Background: an optimization exercise with open tools, aiming at small area, a short achievable clock period and few clock cycles. Do not read the settings as production practice.
RTL that was checked went through simulation tests only; none was proved equivalent to the original.
Power and IR drop assume default switching activity.

## tcp_timestamp_option_finder
module tcp_timestamp_option_finder
(
  input  logic        clk,
  input  logic        rst,
  input  logic        in_valid,
  output logic        in_ready,
  input  logic [7:0]  data_byte,
  input  logic        first_byte,
  input  logic        last_byte,
  input  logic [15:0] total_length,
  output logic        out_valid,
  input  logic        out_ready,
  output logic        found,
  output logic [7:0]  option_kind,
  output logic [7:0]  option_length,
  output logic [31:0] ts_value,
  output logic [31:0] ts_echo
);
Size in the first run: about 120 flip-flops.
==> flow/config.mk <==
export PLATFORM = sky130hd
export DESIGN_NAME = tcp_timestamp_option_finder
export DESIGN_NICKNAME = tcp_timestamp_option_finder
export VERILOG_FILES = /design/flow/design.v
export SDC_FILE = /design/flow/constraint.sdc
export NUM_CORES = 4
export LEC_CHECK = 0
export CAP_MARGIN = 20
export CORE_MARGIN = 2
export CORE_UTILIZATION = 40
export CTS_BUF_LIST = sky130_fd_sc_hd__clkbuf_8
export PLACE_DENSITY = 0.6
export SETUP_SLACK_MARGIN = 3.6
export SLEW_MARGIN = 20
==> flow/constraint.sdc <==
create_clock -name core_clock -period 6.0 [get_ports {clk}]
set_input_delay 1.2000 -clock core_clock [delete_from_list [all_inputs] [get_ports {clk}]]
set_output_delay 1.2000 -clock core_clock [all_outputs]
set_load 0.01 [all_outputs]
standard.sh (not shown) runs the stock make flow with config.mk's settings and CLKGATE_MAP_FILE= SYNTH_SCRIPT=/design/flow/synth_recipe.tcl, a recipe that flattens the netlist after the stock synthesis.
==> flow/flow/run.sh <==
#!/bin/bash
# Layout flow: the standard ORFS flow with two changes.
# - Synthesis leaves adders to abc (no ADDER_MAP_FILE): the design's only arithmetic is a
#   bound check written as a carry tree and two counters, which abc maps faster than the
#   full-adder cells. Registers are mapped exactly as in the standard synthesis.
# - The port buffers that placement inserts are plain sky130_fd_sc_hd__buf_1 cells (ORFS
#   otherwise picks a delay buffer).
# Every ORFS step keeps its own log under orfs/logs/; make's output goes to standard.log.
set -euo pipefail
cd "$(dirname "$0")/.."
export ADDER_MAP_FILE=
export BUFFER_PORTS_ARGS="-buffer_cell sky130_fd_sc_hd__buf_1"
export CTS_ARGS="-repair_clock_nets -buf_list sky130_fd_sc_hd__clkbuf_8"
bash standard.sh > standard.log 2>&1
Testbench counts at the start, summed over its fixed seeds: cycles 24,217.
Change:
--- a/flow/flow/run.sh
+++ b/flow/flow/run.sh
@@ -13 +12,0 @@
-export CTS_ARGS="-repair_clock_nets -buf_list sky130_fd_sc_hd__clkbuf_8"
What happened: Total power does not change; fmax stays the same; non-clock buffer count is unchanged; register-to-register slack stays flat; routed wire length stays the same.

The RTL this note starts from:
==> flow/design.v <==
`timescale 1ns / 1ps
package tsf_pkg;
  localparam logic [15:0] HEADER_BYTES  = 16'd20;
  localparam logic [7:0]  TS_KIND       = 8'd8;
  localparam int          MIN_REMAIN    = 10;
  localparam logic [3:0]  TS_LAST_INDEX = 4'd9;
  localparam logic [3:0]  TS_VALUE_END  = 4'd5;
  localparam logic [15:0] POS_MAX       = 16'hFFFF;
  localparam logic [16:0] KIND_GAP = 17'(1 + MIN_REMAIN);
  localparam logic [16:0] LEN_GAP  = 17'(MIN_REMAIN - 1);
  localparam int QUEUE_DEPTH = 4;
  localparam int QUEUE_AW    = $clog2(QUEUE_DEPTH);
  typedef enum logic [1:0] {
    PH_WAIT,
    PH_LEN,
    PH_CAPTURE
  } phase_t;
  typedef enum logic [1:0] {
    OUT_NONE,
    OUT_MISS,
    OUT_HIT
  } outcome_t;
  typedef struct packed {
    logic [7:0]  data;
    logic        first;
    logic        last;
    logic [15:0] total_length;
    logic [15:0] pos;
    logic [16:0] pos_len;
    logic        kind_fail;
  } beat_t;
  typedef struct packed {
    logic        found;
    logic [7:0]  option_kind;
    logic [7:0]  option_length;
    logic [31:0] ts_value;
    logic [31:0] ts_echo;
  } result_t;
endpackage
`timescale 1ns / 1ps
module tcp_timestamp_option_finder
(
  input  logic        clk,
  input  logic        rst,
  input  logic        in_valid,
  output logic        in_ready,
  input  logic [7:0]  data_byte,
  input  logic        first_byte,
  input  logic        last_byte,
  input  logic [15:0] total_length,
  output logic        out_valid,
  input  logic        out_ready,
  output logic        found,
  output logic [7:0]  option_kind,
  output logic [7:0]  option_length,
  output logic [31:0] ts_value,
  output logic [31:0] ts_echo
);
  function automatic logic sum_gt(input logic [15:0] a, input logic [7:0] x,
                                  input logic [15:0] l);
    logic [15:0] xs;
    logic [15:0] s;
    logic [15:0] k;
    logic [15:0] b;
    logic [15:0] g;
    logic [15:0] pr;
    xs = {8'd0, x};
    s  = a ^ xs ^ ~l;
    k  = (a & xs) | (a & ~l) | (xs & ~l);
    b  = {k[14:0], 1'b0};
    g  = s & b;
    pr = s | b;
    for (int w = 1; w < 16; w = w * 2) begin
      for (int i = 0; i < 16; i++) begin
        if (i % (2 * w) == 2 * w - 1) begin
          g[i]  = g[i] | (pr[i] & g[i - w]);
          pr[i] = pr[i] & pr[i - w];
        end
      end
    end
    sum_gt = k[15] | g[15];
  endfunction
  logic        fv;
  logic [7:0]  fd;
  logic        ff;
  logic        fl;
  logic        ffail;      
  logic [15:0] pos9;       
  logic        pos_ovf;    
  logic [7:0]  cnt;
  logic        czero;      
  logic        st_len;     
  logic        st_cap;     
  logic        st_done;    
  logic [71:0] res;        
  logic        take;
  logic        in_le1;
  logic [7:0]  in_x;
  logic        in_fail;
  logic [16:0] p_inc;
  logic        go;
  logic        harmless;
  logic        e_len, e_cap, e_done, e_wait, e_czero;
  logic        d_le1, d_is8, d_is0;
  logic [7:0]  c;
  logic [7:0]  fx;
  logic        at_start;
  logic        hit, miss, settle;
  logic        len_n, cap_n, done_n, czero_n;
  logic [7:0]  cnt_n;
  logic        res_shift, res_hold;
  logic        fv_n, out_valid_n, settled_n, harmless_n;
  assign take   = in_valid && in_ready;
  assign in_le1 = data_byte[7:1] == 7'd0;
  assign in_x   = {data_byte[7:2], data_byte[1] | in_le1, data_byte[0] && !in_le1};
  assign in_fail = first_byte ? sum_gt(16'd9, in_x, total_length)
                              : (pos_ovf || sum_gt(pos9, in_x, total_length));
  assign p_inc  = {1'b0, pos9} + 17'd1;
  assign harmless = (st_done && !ff) || (ff && !fl);
  assign go       = fv && (!out_valid || harmless);
  assign e_len   = !ff && st_len;
  assign e_cap   = !ff && st_cap;
  assign e_done  = !ff && st_done;
  assign e_wait  = ff || !(st_len || st_cap || st_done);
  assign e_czero = !ff && czero;
  assign c       = ff ? 8'd20 : cnt;
  assign d_le1   = fd[7:1] == 7'd0;
  assign d_is8   = fd == 8'd8;
  assign d_is0   = fd == 8'd0;
  assign fx      = {fd[7:2], fd[1] | d_le1, fd[0] && !d_le1};
  assign at_start = e_wait && e_czero;
  always_comb begin
    hit     = e_cap && e_czero;
    miss    = (at_start && d_le1 && ffail) || (e_len && (d_is0 || ffail));
    len_n   = at_start && !d_le1 && !d_is8;
    cap_n   = (at_start && d_is8) || (e_cap && !e_czero);
    if (e_len)                  cnt_n = fx - 8'd2;
    else if (at_start && d_is8) cnt_n = 8'd8;
    else if (at_start)          cnt_n = 8'd0;
    else                        cnt_n = c - 8'd1;
    if (e_len)                  czero_n = fd[7:2] == 6'd0 && !(fd[1] && fd[0]);   
    else if (at_start)          czero_n = !d_is8;
    else                        czero_n = !ff && cnt == 8'd1;
    if (!e_done && !hit && fl) miss = 1'b1;
  end
  assign settle = (hit || miss) && !e_done;
  assign done_n = e_done || settle;
  assign res_shift = fv && !out_valid && e_cap && (!fl || czero);
  assign res_hold  = !(fv && !out_valid);
  assign fv_n        = take || (fv && !go);
  assign out_valid_n = (go && settle) || (out_valid && !out_ready);
  assign settled_n   = go ? done_n : st_done;
  assign harmless_n  = take ? ((settled_n && !first_byte) || (first_byte && !last_byte))
                            : ((settled_n && !ff) || (ff && !fl));
  always_ff @(posedge clk) begin
    if (rst) begin
      fv        <= 1'b0;
      in_ready  <= 1'b1;
      pos9      <= 16'd9;
      pos_ovf   <= 1'b0;
      cnt       <= 8'd20;
      czero     <= 1'b0;
      st_len    <= 1'b0;
      st_cap    <= 1'b0;
      st_done   <= 1'b0;
      out_valid <= 1'b0;
    end else begin
      fv        <= fv_n;
      in_ready  <= !fv_n || !out_valid_n || harmless_n;
      out_valid <= out_valid_n;
      if (take) begin
        pos9    <= first_byte ? 16'd10 : p_inc[15:0];
        pos_ovf <= !first_byte && (pos_ovf || p_inc[16]);
      end
      if (go) begin
        cnt     <= cnt_n;
        czero   <= czero_n;
        st_len  <= len_n && !done_n;
        st_cap  <= cap_n && !done_n;
        st_done <= done_n;
      end
    end
  end
  always_ff @(posedge clk) begin
    if (take) begin
      fd    <= data_byte;
      ff    <= first_byte;
      fl    <= last_byte;
      ffail <= in_fail;
    end
    res <= ({72{res_shift}} & {res[63:0], fd}) | ({72{res_hold}} & res);
    if (go && settle) found <= hit;
  end
  assign option_kind   = {4'd0, found, 3'd0};
  assign option_length = res[71:64];
  assign ts_value      = res[63:32];
  assign ts_echo       = res[31:0];
endmodule
clock: 6.0 ns
lec_check: 0
cap_margin: 20
core_margin: 2
core_utilization: 40
cts_buf_list: sky130_fd_sc_hd__clkbuf_8
place_density: 0.6
slew_margin: 20
==> flow/flow/run.sh <==
#!/bin/bash
# Layout flow: the standard ORFS flow, with the port buffers that placement inserts
# made as plain sky130_fd_sc_hd__buf_1 cells (ORFS otherwise picks a delay buffer).
# Every ORFS step keeps its own log under orfs/logs/; make's output goes to standard.log.
set -euo pipefail
cd "$(dirname "$0")/.."
export BUFFER_PORTS_ARGS="-buffer_cell sky130_fd_sc_hd__buf_1"
bash standard.sh > standard.log 2>&1
The starting point passed the timing, DRC and antenna checks.
Then changed:
==> flow/flow/run.sh (replaced) <==
#!/bin/bash
# Layout flow: the standard ORFS flow with two changes.
# - Synthesis leaves adders to abc (no ADDER_MAP_FILE): the design's only arithmetic is a
#   bound check written as a carry tree and two counters, which abc maps faster than the
#   full-adder cells. Registers are mapped exactly as in the standard synthesis.
# - The port buffers that placement inserts are plain sky130_fd_sc_hd__buf_1 cells (ORFS
#   otherwise picks a delay buffer).
# Every ORFS step keeps its own log under orfs/logs/; make's output goes to standard.log.
set -euo pipefail
cd "$(dirname "$0")/.."
export ADDER_MAP_FILE=
export BUFFER_PORTS_ARGS="-buffer_cell sky130_fd_sc_hd__buf_1"
bash standard.sh > standard.log 2>&1
Settings changed: CTS_CLUSTER_DIAMETER from default to 80, CTS_CLUSTER_SIZE from default to 30, SETUP_SLACK_MARGIN from default to 3.6.
What happened: The new run passed the timing, DRC and antenna checks; register-to-register slack degrades by 20 ps; routed wire length rises by about 3%; non-clock buffer count rises by 12; worst hold slack is about the same.
No functional check of the RTL was part of any run of this note.

## static timing again, ports no longer ideal
The flow's constraints put no driver on any port. The routed layouts listed below were extracted and timed again, unchanged, in two steps.
Step 1 assumes that a clkbuf_16 drives the clock port and a buf_2 every other input.
Step 2 adds t to the input delays and takes it off the output delays; t is the mean of the earliest and latest rising clock arrival at the registers after step 1. Input paths then give back, and output paths get back, about the clock's delay inside the block.
Slacks: no drivers / after step 1 / after step 2; pairs: no drivers / after step 1.
run | t, ns | slack for setup (ns) | clock arrival spread, ns | worst data-port slew with drivers (ns)
the first run of note 1 | 0.445 | 3.472 / 3.472 / 3.027 | 0.018 / 0.018 | 0.04
the second run of note 1 | 0.445 | 3.472 / 3.472 / 3.027 | 0.018 / 0.018 | 0.04
the first run of note 2 | 0.459 | 2.781 / 2.798 / 2.339 | 0.011 / 0.011 | 0.05
the second run of note 2 | 0.464 | 3.530 / 3.543 / 3.079 | 0.013 / 0.012 | 0.03
After both steps every run listed still meets setup and hold. The setup slack of the second run of note 2, which loses most, moves by +0.013 ns with the drivers and by -0.451 ns with both steps.
